What follows belongs to an exercise in optimizing a design on an open flow for a short achievable clock period and few clock cycles; a production flow would make more cautious choices.
Only simulation tests tie the RTL to the original design; equivalence was not proved.
Power and IR drop assume default switching activity.

===== run.sh =====
#!/bin/bash
# synth_recipe.tcl (not shown) runs the flow's synth.tcl, then flattens the netlist and writes it again
# the make line also repeats each setting of config.mk as NAME=value (left out here)
make -C /OpenROAD-flow-scripts/flow DESIGN_CONFIG=/design/flow/config.mk WORK_HOME=/design/flow/orfs CLKGATE_MAP_FILE= SYNTH_SCRIPT=/design/flow/synth_recipe.tcl finish

===== constraint.sdc =====
create_clock -name core_clock -period 5.0 [get_ports {clk}]
set_input_delay 1.0000 -clock core_clock [delete_from_list [all_inputs] [get_ports {clk}]]
set_output_delay 1.0000 -clock core_clock [all_outputs]
set_load 0.01 [all_outputs]

===== config.mk =====
export PLATFORM = sky130hd
export DESIGN_NAME = mips_multicycle_core
export DESIGN_NICKNAME = mips_multicycle_core
export VERILOG_FILES = /design/flow/design.v
export SDC_FILE = /design/flow/constraint.sdc
export NUM_CORES = 4
export LEC_CHECK = 0
export CAP_MARGIN = 20
export CORE_MARGIN = 2
export CORE_UTILIZATION = 40
export SLEW_MARGIN = 20

===== design.v =====
module mips_multicycle_core #(
  parameter int                    ADDR_WIDTH = 32,
  parameter logic [ADDR_WIDTH-1:0] RESET_PC   = '0,
  parameter int                    NUM_REGS   = 32
) (
  input  logic                  clk,
  input  logic                  rst,
  output logic                  mem_req,
  output logic                  mem_we,
  output logic [ADDR_WIDTH-1:0] mem_addr,
  output logic [31:0]           mem_wdata,
  input  logic [31:0]           mem_rdata,
  input  logic                  mem_ready,
  output logic                  halted
);
  localparam int RW = $clog2(NUM_REGS);
  localparam logic [5:0] OP_RTYPE = 6'h00;
  localparam logic [5:0] OP_J     = 6'h02;
  localparam logic [5:0] OP_BEQ   = 6'h04;
  localparam logic [5:0] OP_ADDI  = 6'h08;
  localparam logic [5:0] OP_LW    = 6'h23;
  localparam logic [5:0] OP_SW    = 6'h2B;
  localparam logic [5:0] FN_ADD = 6'h20;
  localparam logic [5:0] FN_SUB = 6'h22;
  localparam logic [5:0] FN_AND = 6'h24;
  localparam logic [5:0] FN_OR  = 6'h25;
  localparam logic [5:0] FN_SLT = 6'h2A;
  typedef enum logic [2:0] {
    S_FETCH,
    S_DECODE,
    S_EXECUTE,
    S_MEM,
    S_WB,
    S_HALT
  } state_t;
  state_t                r_state;
  logic [ADDR_WIDTH-1:0] r_pc;
  logic [ADDR_WIDTH-1:0] r_target;
  logic [31:0]           r_ir;
  logic [31:0]           r_a;
  logic [31:0]           r_b;
  logic [31:0]           r_alu;
  logic [31:0]           r_mdr;
  logic [31:0]           r_regs [NUM_REGS];
  logic                  r_mem_req;
  logic                  r_mem_we;
  logic [ADDR_WIDTH-1:0] r_mem_addr;
  logic [31:0]           r_mem_wdata;
  logic                  r_halted;
  logic [5:0]            w_op;
  logic [5:0]            w_funct;
  logic [RW-1:0]         w_rs;
  logic [RW-1:0]         w_rt;
  logic [RW-1:0]         w_rd;
  logic [31:0]           w_sext;
  logic                  w_is_r;
  logic                  w_is_lw;
  logic                  w_is_sw;
  logic                  w_is_beq;
  logic                  w_is_addi;
  logic                  w_is_j;
  logic                  w_r_legal;
  logic                  w_legal;
  logic [31:0]           w_alu;
  logic [31:0]           w_ea;
  logic [31:0]           w_br_off;
  logic [ADDR_WIDTH-1:0] w_target;
  logic [ADDR_WIDTH-1:0] w_jump;
  logic [ADDR_WIDTH-1:0] w_pc_next;
  logic [RW-1:0]         w_wb_idx;
  logic [31:0]           w_wb_data;
  assign w_op      = r_ir[31:26];
  assign w_funct   = r_ir[5:0];
  assign w_rs      = r_ir[21 +: RW];
  assign w_rt      = r_ir[16 +: RW];
  assign w_rd      = r_ir[11 +: RW];
  assign w_sext    = {{16{r_ir[15]}}, r_ir[15:0]};
  assign w_is_r    = (w_op == OP_RTYPE);
  assign w_is_lw   = (w_op == OP_LW);
  assign w_is_sw   = (w_op == OP_SW);
  assign w_is_beq  = (w_op == OP_BEQ);
  assign w_is_addi = (w_op == OP_ADDI);
  assign w_is_j    = (w_op == OP_J);
  assign w_r_legal = (w_funct == FN_ADD) || (w_funct == FN_SUB) || (w_funct == FN_AND) ||
                     (w_funct == FN_OR)  || (w_funct == FN_SLT);
  assign w_legal   = (w_is_r && w_r_legal) || w_is_lw || w_is_sw || w_is_beq ||
                     w_is_addi || w_is_j;
  always_comb begin
    w_alu = r_a + w_sext;
    if (w_is_r) begin
      case (w_funct)
        FN_SUB:  w_alu = r_a - r_b;
        FN_AND:  w_alu = r_a & r_b;
        FN_OR:   w_alu = r_a | r_b;
        FN_SLT:  w_alu = {31'b0, ($signed(r_a) < $signed(r_b))};
        default: w_alu = r_a + r_b;
      endcase
    end
  end
  assign w_ea      = r_a + w_sext;
  assign w_br_off  = {w_sext[29:0], 2'b00};
  assign w_target  = r_pc + w_br_off[ADDR_WIDTH-1:0];
  assign w_pc_next = r_pc + ADDR_WIDTH'(4);
  always_comb begin
    w_jump       = r_pc;
    w_jump[27:0] = {r_ir[25:0], 2'b00};
  end
  assign w_wb_idx  = w_is_r ? w_rd : w_rt;
  assign w_wb_data = w_is_lw ? r_mdr : r_alu;
  always_ff @(posedge clk or posedge rst) begin
    if (rst) begin
      r_state     <= S_FETCH;
      r_pc        <= RESET_PC;
      r_target    <= '0;
      r_ir        <= '0;
      r_a         <= '0;
      r_b         <= '0;
      r_alu       <= '0;
      r_mdr       <= '0;
      r_mem_req   <= 1'b0;
      r_mem_we    <= 1'b0;
      r_mem_addr  <= '0;
      r_mem_wdata <= '0;
      r_halted    <= 1'b0;
      for (int i = 0; i < NUM_REGS; i++) begin
        r_regs[i] <= '0;
      end
    end else begin
      case (r_state)
        S_FETCH: begin
          if (!r_mem_req) begin
            r_mem_req   <= 1'b1;
            r_mem_we    <= 1'b0;
            r_mem_addr  <= r_pc;
            r_mem_wdata <= '0;
          end else if (mem_ready) begin
            r_mem_req <= 1'b0;
            r_ir      <= mem_rdata;
            r_pc      <= w_pc_next;
            r_state   <= S_DECODE;
          end
        end
        S_DECODE: begin
          r_a      <= (w_rs == '0) ? 32'd0 : r_regs[w_rs];
          r_b      <= (w_rt == '0) ? 32'd0 : r_regs[w_rt];
          r_target <= w_target;
          if (!w_legal) begin
            r_halted <= 1'b1;
            r_state  <= S_HALT;
          end else begin
            r_state  <= S_EXECUTE;
          end
        end
        S_EXECUTE: begin
          if (w_is_lw || w_is_sw) begin
            if (w_ea[1:0] != 2'b00) begin
              r_halted <= 1'b1;
              r_state  <= S_HALT;
            end else begin
              r_mem_req   <= 1'b1;
              r_mem_we    <= w_is_sw;
              r_mem_addr  <= w_ea[ADDR_WIDTH-1:0];
              r_mem_wdata <= w_is_sw ? r_b : 32'd0;
              r_state     <= S_MEM;
            end
          end else if (w_is_beq) begin
            r_mem_req   <= 1'b1;
            r_mem_we    <= 1'b0;
            r_mem_wdata <= '0;
            r_state     <= S_FETCH;
            if (r_a == r_b) begin
              r_pc       <= r_target;
              r_mem_addr <= r_target;
            end else begin
              r_mem_addr <= r_pc;
            end
          end else if (w_is_j) begin
            r_pc        <= w_jump;
            r_mem_req   <= 1'b1;
            r_mem_we    <= 1'b0;
            r_mem_addr  <= w_jump;
            r_mem_wdata <= '0;
            r_state     <= S_FETCH;
          end else begin
            r_alu   <= w_alu;
            r_state <= S_WB;
          end
        end
        S_MEM: begin
          if (mem_ready) begin
            if (w_is_lw) begin
              r_mem_req <= 1'b0;
              r_mem_we  <= 1'b0;
              r_mdr     <= mem_rdata;
              r_state   <= S_WB;
            end else begin
              r_mem_req   <= 1'b1;
              r_mem_we    <= 1'b0;
              r_mem_addr  <= r_pc;
              r_mem_wdata <= '0;
              r_state     <= S_FETCH;
            end
          end
        end
        S_WB: begin
          if (w_wb_idx != '0) begin
            r_regs[w_wb_idx] <= w_wb_data;
          end
          r_mem_req   <= 1'b1;
          r_mem_we    <= 1'b0;
          r_mem_addr  <= r_pc;
          r_mem_wdata <= '0;
          r_state     <= S_FETCH;
        end
        S_HALT: begin
          r_mem_req <= 1'b0;
          r_halted  <= 1'b1;
        end
        default: begin
          r_mem_req <= 1'b0;
          r_halted  <= 1'b1;
          r_state   <= S_HALT;
        end
      endcase
    end
  end
  assign mem_req   = r_mem_req;
  assign mem_we    = r_mem_we;
  assign mem_addr  = r_mem_addr;
  assign mem_wdata = r_mem_wdata;
  assign halted    = r_halted;
endmodule

==> run notes <==
[layer usage]
| metal | vias up | share of wire | track usage |
|---|---|---|---|
| met2 | 5627 | 0.41 | 0.543 |
| li1 | 27000 | - | - |
| met5 | - | 0.0013 | 0.0133 |
| met1 | 31900 | 0.36 | 0.474 |
| met3 | 1672 | 0.15 | 0.170 |
| met4 | 28 | 0.082 | 0.254 |
[worst paths after layout]
path / from / to / slack [ns] / depth (start not counted)
min: r_mem_wdata[27] / r_mem_wdata[27] / 0.46 / 2
max in group asynchronous: rst / r_regs[2][10] / 2.91 / 3
min in group asynchronous: rst / r_target[11] / 0.71 / 2
max: r_a[1] / r_mem_addr[24] / 0.62 / 11
min reg2reg: r_mem_wdata[27] / r_mem_wdata[27] / 0.46 / 2
max reg2reg: r_a[1] / r_mem_addr[24] / 0.62 / 11
[power by group through the flow]
stage / Sequential (W) / Clock [W] / Combinational (W)
2_1_floorplan: 0.0106 / 0 / 0.000152
3_3_place_gp: 0.0106 / 0 / 0.000309
3_5_place_dp: 0.0106 / 0 / 0.000312
4_1_cts: 0.0104 / 0.0111 / 0.000313
5_1_grt: 0.0104 / 0.0116 / 0.000341
6_report: 0.0104 / 0.0111 / 0.000300
[cell families after synthesis]
kind of cell | after synthesis | share of synthesized area
AO/OA/AOI/OAI | 2869 | 0.277
AND/OR/NAND/NOR | 2094 | 0.136
flip-flops | 1286 | 0.481
buffers and inverters | 773 | 0.0449
adder cells (fa/ha/maj) | 161 | 0.0306
multiplexers | 140 | 0.0222
XOR/XNOR | 62 | 0.00812
[metrics by stage]
stage / setup slack, ns / hold WS (ns) / power, W / std cells
final: 0.624 / 0.463 / 0.0218 / 9591
after detailed placement: 0.923 / 0.457 / 0.0109 / 9321
after CTS: 0.903 / 0.470 / 0.0219 / 9577
after global placement: 0.950 / 0.450 / 0.0109 / 9318
after floorplan: -13.78 / 0.438 / 0.0108 / 7385
after global routing: 0.701 / 0.474 / 0.0223 / 9583
[flip-flops by register name (all words and copies together) (netlist names), 3 cells and up]
register	count
r_state	3
r_mem_addr	32
r_mem_wdata	32
r_target	32
r_alu	32
r_mdr	32
r_b	32
r_regs	992
r_ir	32
r_pc	32
r_a	32
[cells in the final DEF, fill, tap and decap left out, types with 50 or more instances in the layout]
master           count
nand3_1            149
o22ai_1             87
nand4_1            138
ha_1               157
clkdlybuf4s50_1    101
nand2_1           1131
clkbuf_16          146
a21o_1              50
a21oi_1            465
a221oi_1           275
a222oi_1            64
buf_12              54
mux2_2              66
a22o_1             254
o21ai_0           1011
nor2_1             318
nor2_4              64
dfrtp_1           1285
buf_4              235
o21ai_1             95
nor3_1              93
inv_1              114
a22oi_1            334
[area by class of cell]
| type | instances | area (sq um) | share of cell area |
|---|---|---|---|
| multi-input cells | 5326 | 32500 | 0.424 |
| clock buffers | 202 | 4180 | 0.0545 |
| inverters | 116 | 439 | 0.00572 |
| clock inverters | 54 | 707 | 0.00921 |
| repair buffers | 394 | 3970 | 0.0516 |
| flip-flops and latches | 1286 | 32200 | 0.419 |
| well taps | 2204 | 2760 | 0.0359 |
| diodes | 9 | 22.5 | 0.000293 |
[worst reg2reg max path: stages (launching register included)]
cell and delay (ns):
dfrtp_1 0.47, inv_1 0.17, ha_1 0.36, nor4_1 1.02, nand3b_1 0.47, nor3_4 0.34
buf_12 0.30, mux2i_1 0.29, o21ai_1 0.14, nor2_1 0.39, a21oi_1 0.11, a2bb2oi_1 0.17
==> key figures <==
Synthesis
  – Synthesized cell area: between 0.06 and 0.07 sq mm
  – Number of synthesized flops with an enable pin: 0
  – Synth cell types: 94
  – Synth Warn #: 2
  – FFs w/ async S/R, synth: 1.00
  – Mapped Avg Cell Area: 9.05 sq um
  – Main synth FF type: dfrtp_1
  – Most common cell in the netlist: dfrtp_1
  – Synth top area share: 0.481
  – Net Count, Synth: about 7,600
  – Synth Register Bits: between 1,000 and 1,500
  – Cells after synthesis: 7,385
  – Most frequent cells after synthesis: 1,286 x dfrtp_1, 1,151 x nand2_1, 1,011 x o21ai_0
  – Register area share after synthesis: 0.481
  – Leading area contributor after synthesis: dfrtp_1
  – Top cells by area, synth: dfrtp_1 48%, o21ai_0 7.6%, nand2_1 6.5%

Detailed routing
  – Via/cell ratio: slightly below 7
  – DRT antenna net count: 0
  – Via count: ~66,000
  – Detailed Route Iter0 Violations: roughly 13,000
  – Total Routed Length: roughly 330,000 um
  – Routed wire per std cell: ~35 um
  – First-pass iteration count of the detailed router: 12
  – DRC viols: 0

STA
  – Fin crit share: 0.875
  – Worst slew margin: 0.104
  – Clock skew: around 0.065 ns
  – Slew @ Worst Pin: ~1.3 ns
  – Fin crit period: roughly 4.4 ns
  – RSZ-0062 raised after global routing: false
  – Max-slew violations: 0
  – Setup TNS: 0 ns
  – Final Hold Fails: 0
  – Max frequency: 229 MHz
  – Final setup viols: 0

Clock tree
  – TritonCTS buffer count: around 140
  – Post-CTS Setup Inserts: 0
  – Post-CTS sizing: 0
  – Clock Latency Late Sink: around 0.85 ns
  – CTS tree: yes
  – Reg clk slew, reported paths: ~0.070 ns
  – Clk root buf: clkbuf_16
  – CTS Buffer Depth: 3
  – H-tree depth: 4
  – CTS Sinks: 1,286
  – # hold bufs at CTS: 0

Floorplan
  – Starting Density: 0.401
  – Die W: 413 um
  – I/O pin cnt: just over 100
  – Row cnt: 150
  – Core area: roughly 0.17 sq mm
  – Die Ht: roughly 410 um
  – Die footprint: 0.170 sq mm

Finish
  – Post-layout util: 0.461
  – Share of cells above drive strength 1: 0.106
  – Nets: roughly 7,500
  – Final instance area: ~0.077 sq mm
  – Area delta synth->final: 14.9%
  – Fill cells: around 16,000

Run
  – Max-cap violations: 0

Setup path
  – Top cell family by delay on the critical path: simple AND/OR/NAND/NOR gates
  – Slowest CP cell: nor4_1
  – CP max FO: 33
  – CP Data Arrival Time: 5.04 ns
  – Crit-path cells: inv_1, ha_1, nor4_1, nand3b_1, nor3_4, buf_12, mux2i_1, o21ai_1, nor2_1, a21oi_1, a2bb2oi_1
  – Crit path kind: register to register
  – Crit path buffers/inverters: 2
  – Required @ worst endpoint: approximately 5.7 ns
  – Critical Path Start Type: register
  – Crit. End Element: register
  – Crit path largest cell delay: 1.02 ns

Global route
  – Largest net degree at the start of global routing: around 130
  – Initial antenna violation count: 19
  – Vias in the first global route: 61,900
  – Total Routing Usage GR: 0.385
  – Grt ovf: 0
  – First-pass GRT wire length: roughly 470,000 um

Power and ir drop
  – Combinational share of power: 0.014
  – P_sw: around 0.0050 W
  – Switch share: 0.230
  – Leakage power: ~33 nW
  – VDD IR max: just over 0.3 mV
  – Power per cell area: 284 mW/mm^2
  – Clock power share: 0.510
  – Int Power: ~0.017 W
  – Sequential share of power: 0.476

Placement
  – Port Buffers: between 100 and 150
  – Gpl congestion: approximately 1.0
  – Final HPWL DP: between 200,000 and 250,000 um
  – Instance area after placement: just over 0.07 sq mm

Min path
  – Hold Crit Class: register to register

Run status
  – Status: timing/DRC/antenna clean
Testbench counts, summed over its fixed seeds: cycles 452,682.

==> separate check: timing with driven ports <==
No port has a modelled driver above. Below, the same layout with a new extraction and two added sets of constraints. Step 1 sets driving cells, clkbuf_16 on the clock port and buf_2 on the other inputs (assumed; they add their load-dependent delay and slew). Step 2, shift: input delay + t, output delay - t, t = (earliest + latest rising clock arrival at the registers) / 2. This alone moves slack from input paths to output paths. Slacks: ideal ports / drivers / drivers and shift; pairs: ideal ports / drivers.
t (ns): 0.908
setup slack, ns: 0.624 / 0.624 / 0.624
worst setup path at the end: register to register
worst register clock-pin slew, ns: 0.07 / 0.07
worst data-port slew with drivers (ns): 0.10
After both steps setup and hold are still met in this run. For this run, drivers alone change the setup slack by 0.000 ns; drivers and shift together by 0.000 ns.
